Context: an optimization exercise on an open-source flow, tuned for small area, a short achievable clock period and few clock cycles per item. The choices shown serve that exercise and are no tape-out recipe.
Function was checked by simulation only, so behaviour that the tests miss may differ from the original.

==> run.sh <==
#!/bin/bash
# synth_recipe.tcl (not shown) runs the flow's synth.tcl, then flattens the netlist and writes it again
# the make line also repeats each setting of config.mk as NAME=value (left out here)
make -C /OpenROAD-flow-scripts/flow DESIGN_CONFIG=/design/flow/config.mk WORK_HOME=/design/flow/orfs CLKGATE_MAP_FILE= SYNTH_SCRIPT=/design/flow/synth_recipe.tcl finish
==> config.mk <==
export PLATFORM = sky130hd
export DESIGN_NAME = best_disp_select
export DESIGN_NICKNAME = best_disp_select
export VERILOG_FILES = /design/flow/design.v
export SDC_FILE = /design/flow/constraint.sdc
export NUM_CORES = 4
export LEC_CHECK = 0
export CAP_MARGIN = 20
export CORE_MARGIN = 2
export CORE_UTILIZATION = 40
export SLEW_MARGIN = 20
==> constraint.sdc <==
create_clock -name core_clock -period 12.0 [get_ports {clk}]
set_input_delay 2.4000 -clock core_clock [delete_from_list [all_inputs] [get_ports {clk}]]
set_output_delay 2.4000 -clock core_clock [all_outputs]
set_load 0.01 [all_outputs]
==> design.v <==
module best_disp_select #(
    parameter int unsigned NPIX_LOG2 = 8
) (
    input  logic               clk,
    input  logic               rst,
    input  logic               frame_start,
    input  logic [10:0]        fsum,
    input  logic               valid,
    input  logic               last,
    input  logic [13:0]        g2sum,
    input  logic [10:0]        gsum,
    input  logic [13:0]        fg,
    input  logic [5:0]         place,
    output logic               busy,
    output logic [5:0]         best_place,
    output logic               best_valid,
    output logic               done,
    output logic               overrun
);
    logic        w_accept;
    logic [21:0] w_fsgs;
    logic [21:0] w_gsgs;
    logic [22:0] w_num;
    logic [22:0] w_den;
    assign w_accept = valid && (frame_start || !r_busy);
    assign w_fsgs   = fsum * gsum;
    assign w_gsgs   = gsum * gsum;
    assign w_num    = {1'b0, fg, 8'd0} - {1'b0, w_fsgs};
    assign w_den    = {1'b0, g2sum, 8'd0} - {1'b0, w_gsgs};
    logic        r1_v;
    logic [22:0] r1_num;
    logic [22:0] r1_den;
    logic [5:0]  r1_place;
    logic        r1_last;
    logic        r_busy;
    logic        r_done;
    logic        r_overrun;
    logic        r_bvalid;
    logic [5:0]  r_bplace;
    logic [21:0] r_bnum;
    logic [21:0] r_bden;
    logic signed [20:0] r_bk;
    logic [21:0] s_num;
    logic [21:0] s_den;
    logic [5:0]  s_place;
    logic        s_last;
    logic signed [20:0] s_k;
    logic [5:0]  s_cnt;
    logic [21:0] s_p;
    logic [21:0] s_q;
    logic signed [22:0] s_z;
    logic        s_sticky;
    logic signed [19:0] w_la;
    logic signed [19:0] w_ld;
    bds_log2 u_la (.v(r1_num[21:0]), .y(w_la));
    bds_log2 u_ld (.v(r1_den[21:0]), .y(w_ld));
    logic signed [20:0] w_k;
    logic signed [21:0]   w_delta;
    logic        w_elig;
    logic        w_go;
    logic        w_win;
    logic        w_amb;
    assign w_k     = 21'(w_la) + 21'(w_la) - 21'(w_ld);
    assign w_delta = 22'(w_k) - 22'(r_bk);
    assign w_elig  = !r1_num[22] && (|r1_num[21:0]) && !r1_den[22] && (|r1_den[21:0]);
    assign w_go    = r1_v && !r_busy;
    assign w_win   = w_elig && (!r_bvalid || (w_delta >= 22'sd24));
    assign w_amb   = w_elig && r_bvalid && (w_delta > -22'sd24) && (w_delta < 22'sd24);
    logic        w_dbit;
    logic [22:0] w_p1;
    logic [22:0] w_q1;
    logic        w_pb;
    logic        w_qb;
    logic signed [23:0] w_z1;
    logic        w_fin;
    logic        w_swin;
    logic        w_ebit;
    assign w_dbit = (s_cnt < 6'd22) ? r_bden[s_cnt[4:0]] : 1'b0;
    assign w_ebit = (s_cnt < 6'd22) ? s_den[s_cnt[4:0]] : 1'b0;
    assign w_p1   = {1'b0, s_p} + (w_dbit ? {1'b0, s_num} : 23'd0);
    assign w_q1   = {1'b0, s_q} + (w_ebit ? {1'b0, r_bnum} : 23'd0);
    assign w_pb   = w_p1[0];
    assign w_qb   = w_q1[0];
    logic signed [23:0] w_za;
    logic signed [23:0] w_zb;
    assign w_za   = w_pb ? {2'b0, s_num} : 24'd0;
    assign w_zb   = w_qb ? {2'b0, r_bnum} : 24'd0;
    assign w_z1   = s_z + w_za - w_zb;
    assign w_fin  = (s_cnt == 6'd44);
    assign w_swin = (s_z > 23'sd0) || ((s_z == 23'sd0) && s_sticky);
    always_ff @(posedge clk) begin
        if (rst) begin
            r1_v      <= 1'b0;
            r1_num    <= '0;
            r1_den    <= '0;
            r1_place  <= '0;
            r1_last   <= 1'b0;
            r_busy    <= 1'b0;
            r_done    <= 1'b0;
            r_overrun <= 1'b0;
            r_bvalid  <= 1'b0;
            r_bplace  <= '0;
            r_bnum    <= '0;
            r_bden    <= '0;
            r_bk      <= '0;
            s_num     <= '0;
            s_den     <= '0;
            s_place   <= '0;
            s_last    <= 1'b0;
            s_k       <= '0;
            s_cnt     <= '0;
            s_p       <= '0;
            s_q       <= '0;
            s_z       <= '0;
            s_sticky  <= 1'b0;
        end else if (frame_start) begin
            r1_v      <= valid;
            r1_num    <= w_num;
            r1_den    <= w_den;
            r1_place  <= place;
            r1_last   <= last;
            r_busy    <= 1'b0;
            r_done    <= 1'b0;
            r_overrun <= 1'b0;
            r_bvalid  <= 1'b0;
            r_bplace  <= '0;
        end else begin
            r_done <= 1'b0;
            if (valid && r_busy)
                r_overrun <= 1'b1;
            if (!r_busy) begin
                r1_v <= valid;
                if (valid) begin
                    r1_num   <= w_num;
                    r1_den   <= w_den;
                    r1_place <= place;
                    r1_last  <= last;
                end
            end
            if (w_go) begin
                if (w_amb) begin
                    r_busy   <= 1'b1;
                    s_num    <= r1_num[21:0];
                    s_den    <= r1_den[21:0];
                    s_place  <= r1_place;
                    s_last   <= r1_last;
                    s_k      <= w_k;
                    s_cnt    <= '0;
                    s_p      <= '0;
                    s_q      <= '0;
                    s_z      <= '0;
                    s_sticky <= 1'b0;
                end else begin
                    r_done <= r1_last;
                    if (w_win) begin
                        r_bvalid <= 1'b1;
                        r_bplace <= r1_place;
                        r_bnum   <= r1_num[21:0];
                        r_bden   <= r1_den[21:0];
                        r_bk     <= w_k;
                    end
                end
            end
            if (r_busy) begin
                if (w_fin) begin
                    r_busy <= 1'b0;
                    r_done <= s_last;
                    if (w_swin) begin
                        r_bplace <= s_place;
                        r_bnum   <= s_num;
                        r_bden   <= s_den;
                        r_bk     <= s_k;
                    end
                end else begin
                    s_cnt    <= s_cnt + 6'd1;
                    s_p      <= w_p1[22:1];
                    s_q      <= w_q1[22:1];
                    s_z      <= w_z1[23:1];
                    s_sticky <= s_sticky | w_z1[0];
                end
            end
        end
    end
    assign busy       = r_busy;
    assign best_place = r_bplace;
    assign best_valid = r_bvalid;
    assign done       = r_done;
    assign overrun    = r_overrun;
endmodule
module bds_log2 (
    input  logic [21:0]        v,
    output logic signed [19:0] y
);
    logic [4:0]  p;
    logic [21:0] n;
    always_comb begin
        n = v;
        p = 5'd21;
        if (n[21:6] == '0) begin n = n << 16; p = p - 5'd16; end
        if (n[21:14] == '0) begin n = n << 8; p = p - 5'd8; end
        if (n[21:18] == '0) begin n = n << 4; p = p - 5'd4; end
        if (n[21:20] == '0) begin n = n << 2; p = p - 5'd2; end
        if (n[21] == 1'b0) begin n = n << 1; p = p - 5'd1; end
    end
    logic [11:0] ft;
    logic [4:0] h;
    logic [6:0] fl;
    assign ft = n[20:9];
    assign h  = ft[11:7];
    assign fl = ft[6:0];
    logic signed [10:0] c0;
    logic signed [5:0]  c1;
    always_comb begin
        case (h)
            5'd0: c0 = 11'sd4;
            5'd1: c0 = 11'sd110;
            5'd2: c0 = 11'sd206;
            5'd3: c0 = 11'sd292;
            5'd4: c0 = 11'sd371;
            5'd5: c0 = 11'sd439;
            5'd6: c0 = 11'sd498;
            5'd7: c0 = 11'sd549;
            5'd8: c0 = 11'sd593;
            5'd9: c0 = 11'sd625;
            5'd10: c0 = 11'sd655;
            5'd11: c0 = 11'sd678;
            5'd12: c0 = 11'sd694;
            5'd13: c0 = 11'sd704;
            5'd14: c0 = 11'sd705;
            5'd15: c0 = 11'sd705;
            5'd16: c0 = 11'sd699;
            5'd17: c0 = 11'sd685;
            5'd18: c0 = 11'sd669;
            5'd19: c0 = 11'sd645;
            5'd20: c0 = 11'sd620;
            5'd21: c0 = 11'sd587;
            5'd22: c0 = 11'sd554;
            5'd23: c0 = 11'sd513;
            5'd24: c0 = 11'sd472;
            5'd25: c0 = 11'sd423;
            5'd26: c0 = 11'sd375;
            5'd27: c0 = 11'sd319;
            5'd28: c0 = 11'sd264;
            5'd29: c0 = 11'sd202;
            5'd30: c0 = 11'sd136;
            5'd31: c0 = 11'sd72;
            default: c0 = '0;
        endcase
    end
    always_comb begin
        case (h)
            5'd0: c1 = 6'sd13;
            5'd1: c1 = 6'sd12;
            5'd2: c1 = 6'sd11;
            5'd3: c1 = 6'sd10;
            5'd4: c1 = 6'sd8;
            5'd5: c1 = 6'sd7;
            5'd6: c1 = 6'sd6;
            5'd7: c1 = 6'sd5;
            5'd8: c1 = 6'sd4;
            5'd9: c1 = 6'sd4;
            5'd10: c1 = 6'sd3;
            5'd11: c1 = 6'sd2;
            5'd12: c1 = 6'sd1;
            5'd13: c1 = 6'sd0;
            5'd14: c1 = 6'sd0;
            5'd15: c1 = -6'sd1;
            5'd16: c1 = -6'sd2;
            5'd17: c1 = -6'sd2;
            5'd18: c1 = -6'sd3;
            5'd19: c1 = -6'sd3;
            5'd20: c1 = -6'sd4;
            5'd21: c1 = -6'sd4;
            5'd22: c1 = -6'sd5;
            5'd23: c1 = -6'sd5;
            5'd24: c1 = -6'sd6;
            5'd25: c1 = -6'sd6;
            5'd26: c1 = -6'sd7;
            5'd27: c1 = -6'sd7;
            5'd28: c1 = -6'sd8;
            5'd29: c1 = -6'sd8;
            5'd30: c1 = -6'sd8;
            5'd31: c1 = -6'sd9;
            default: c1 = '0;
        endcase
    end
    logic signed [7:0]    fls;
    logic signed [13:0] prod;
    logic signed [19:0]  ip;
    logic signed [19:0]  fp;
    assign fls  = {1'b0, fl};
    assign prod = fls * c1;
    assign ip   = {2'b0, p, 13'd0};
    assign fp   = {6'b0, ft, 1'd0};
    assign y    = ip + fp + c0 + (prod >>> 4);
endmodule
==> results.toml <==
[worst_setup_path]
critical_path.most_common_cell = "a21oi_2"
path_max_fanout = 10
criticalPathCategory = "reg -> reg"
cp.required_ns = 12.43
slowest_delay_ns = 0.57
arrival_ns = 13.27
crit_path_top_delay_cell = "or4_4"
critPathCaptureType = "flip-flop"
cp-start-kind = "flip-flop"

[logic_synthesis]
synth_flop_cell = "dfxtp_1"
seq_area_frac_synth = 0.169
netlist_area_um2 = 32300
synth.distinct_cells = 100
synthArstFlopShare = 0
synth-seq-cells = 273
syn_avg_cell_area_um2 = 8.00
postSynthCellCount = 4036
syn_nets = 4719
synth_edf_count = 0
ys_warn_count = 2

[detailed_routing]
dr_wl_met3_um = 4870
routed_wl_um = 94000
remaining_drc_errors = 0
vias_per_cell = 5.24
maxUsedRoutingLayer = "met4"
drtPass1Iterations = 6
wl_met1_um = 42800
postRouteAntennaNets = 0
wl_met2_um = 44100
vias = 29600
avgRoutedWirePerCell_um = 16.6
drtIter0Drc = 2040

[floorplanning]
rows = 104
fp.dieW_um = 288
core_um2 = 80200
initial_utilization = 0.403
ioPinCount = 71
die_y_um = 288
die-area_um2 = 83000

[clock_network]
cts_tree = "built"
clock_latency_ns = 0.57
cts.path.max_buffers = 3
clkTransAtPathRegs_ns = 0.06
h-tree-depth = 2
hold_buffers = 0
cts_sinks = 273
cts-root-buf = "clkbuf_16"
numCtsBuffers = 36

[global_route]
grt_pass1_vias = 29300
grt_max_degree = 84
antenna_found_initial = 1
grt_pass1_wl_um = 149000
overflow = 0
grt_usage = 0.219

[layout]
area_growth_pct = 28.6
final_cell_area_um2 = 41500
final_cell_mix = "buf_4, inv_1, nand2_1"
drive_above_1_share = 0.219
instances_no_fill = 5657
layout.nets = 5258
layout_commonest_cell = "buf_4"
diodes = 0

[timing]
slew_viol_final = 0
setup_violations = 218
period_share = 1.07
post-route-min-period_ns = 12.84
worstMarginPinSlew_ns = 1.13
rsz0062_at_grt = "yes"
maxSlewHeadroom = 0.245
finalHoldViolCount = 0
finClkSkew_ns = 0.0362
fmax_mhz = 77.9
finalWorstSetupSlack_ns = -0.840

[flow_run]
cap_violations = 0

[outcome]
status = "finished with violations"
so_faults = "setup timing"

[placed_design]
dp.cells = 5516
hpwl_um = 69700
globalplace.congestion = 0.871
placed_area_um2 = 38200
portBuffers = 70

[worst_hold_path]
min_path_type = "reg -> reg"
[per-stage QoR]
stage / setup WS (ns) / setup TNS [ns] / hold slack (ns) / utilization
6_report: -0.840 / -158.52 / 0.447 / 0.518
4_1_cts: -0.743 / -141.01 / 0.448 / 0.505
3_5_place_dp: -1.23 / -239.76 / 0.441 / 0.476
2_1_floorplan: -0.787 / -119.47 / 0.429 / -
5_1_grt: -1.49 / -299.98 / 0.467 / 0.518
3_3_place_gp: -1.02 / -196.01 / 0.435 / 0.476
[cell type report]
class	instances	area (um2)
fillers	7607	38700
multi-input cells	3106	25800
repair buffers	686	6020
flip-flops and latches	273	5480
inverters	472	1780
well taps	1060	1330
clock buffers	45	995
clock inverters	15	140
[sequential cells by signal, indices dropped and copies added (netlist names), 6 cells and up]
| register | count |
|---|---|
| r1_num | 23 |
| s_z | 23 |
| r1_den | 22 |
| r_bden | 22 |
| r_bnum | 22 |
| s_num | 22 |
| s_p | 22 |
| s_q | 22 |
| r_bk | 21 |
| s_den | 21 |
| s_k | 21 |
| r1_place | 6 |
| r_bplace | 6 |
| s_cnt | 6 |
| s_place | 6 |
[timing repair]
action,in CTS,in global routing
endpoints found under the hold margin,0,0
gates cloned,8,10
endpoints found under the setup margin,218,218
resized for setup,130,148
setup buffers,46,21
pin swaps,90,100
[metal layers]
metal / GRT usage / vias to the layer above
met2: 0.372 / 687
met1: 0.295 / 14200
met5: 0 / -
met4: 0.0521 / 0
li1: - / 14600
met3: 0.0290 / 137
[critical path: cells and delay by family, from the launching register on]
kind	cells	cell delay, ns
AOI/OAI and AO/OA	19	3.20
xor gates and xnor gates	5	0.73
adders and majority gates	10	3.68
buffers and inverters	9	1.10
DFF	1	0.34
muxes	2	0.36
and+or+nand+nor	17	3.31
[cell families after synthesis]
logic type      synth area share
simple gates               0.213
compound gates             0.159
buf+inv                   0.0776
fa+ha+maj                  0.301
flops                      0.169
xor+xnor                  0.0531
mux                       0.0271
other cells             0.000116
[cells in the mapped netlist, types with 75 or more instances]
master      n  area share
dfxtp_1   273        0.17
o21ai_0   107       0.017
nor2_1    386       0.045
and2_1    201       0.039
ha_1      364        0.14
fa_1      258        0.16
nand2_1   473       0.055
a21oi_1   313       0.049
clkbuf_1  136       0.016
inv_1     460       0.053
nor4_1     75       0.015
xnor2_1   121       0.033
[worst paths after layout]
kind	start	to	slack (ns)	cells after the start
worst max register to register	r1_num[20]	s_k[1]	-0.84	62
worst max-delay path	r1_num[20]	s_k[1]	-0.84	62
worst min register to register	s_place[0]	s_place[0]	0.45	2
worst min-delay path	s_place[0]	s_place[0]	0.45	2
Testbench counts, summed over its fixed seeds: cycles 9,597, items 9,296.

[port drivers added, routing unchanged]
In the flow no input, the clock included, has a driving cell. The finished layout below was timed again as built, in two steps. Step 1 (the two cells are an assumption about what drives the block):
set clk [get_ports {clk}]
set_driving_cell -lib_cell sky130_fd_sc_hd__clkbuf_16 $clk
set_driving_cell -lib_cell sky130_fd_sc_hd__buf_2 [delete_from_list [all_inputs] $clk]
Step 2 adds t to the input delays and takes it off the output delays; t is the mean of the earliest and latest rising clock arrival at the registers after step 1. Input paths then give back, and output paths get back, about the clock's delay inside the block. a / b / c = ideal / step 1 / step 2; a / b = the first two.
t (ns): 0.623
setup WS [ns]: -0.840 / -0.840 / -0.840
worst setup path at the end: register to register
clock arrival spread, ns: 0.036 / 0.036
worst slew at a driven data input, ns: 0.10
For this run, drivers alone change the setup slack by 0.000 ns; drivers and shift together by 0.000 ns.
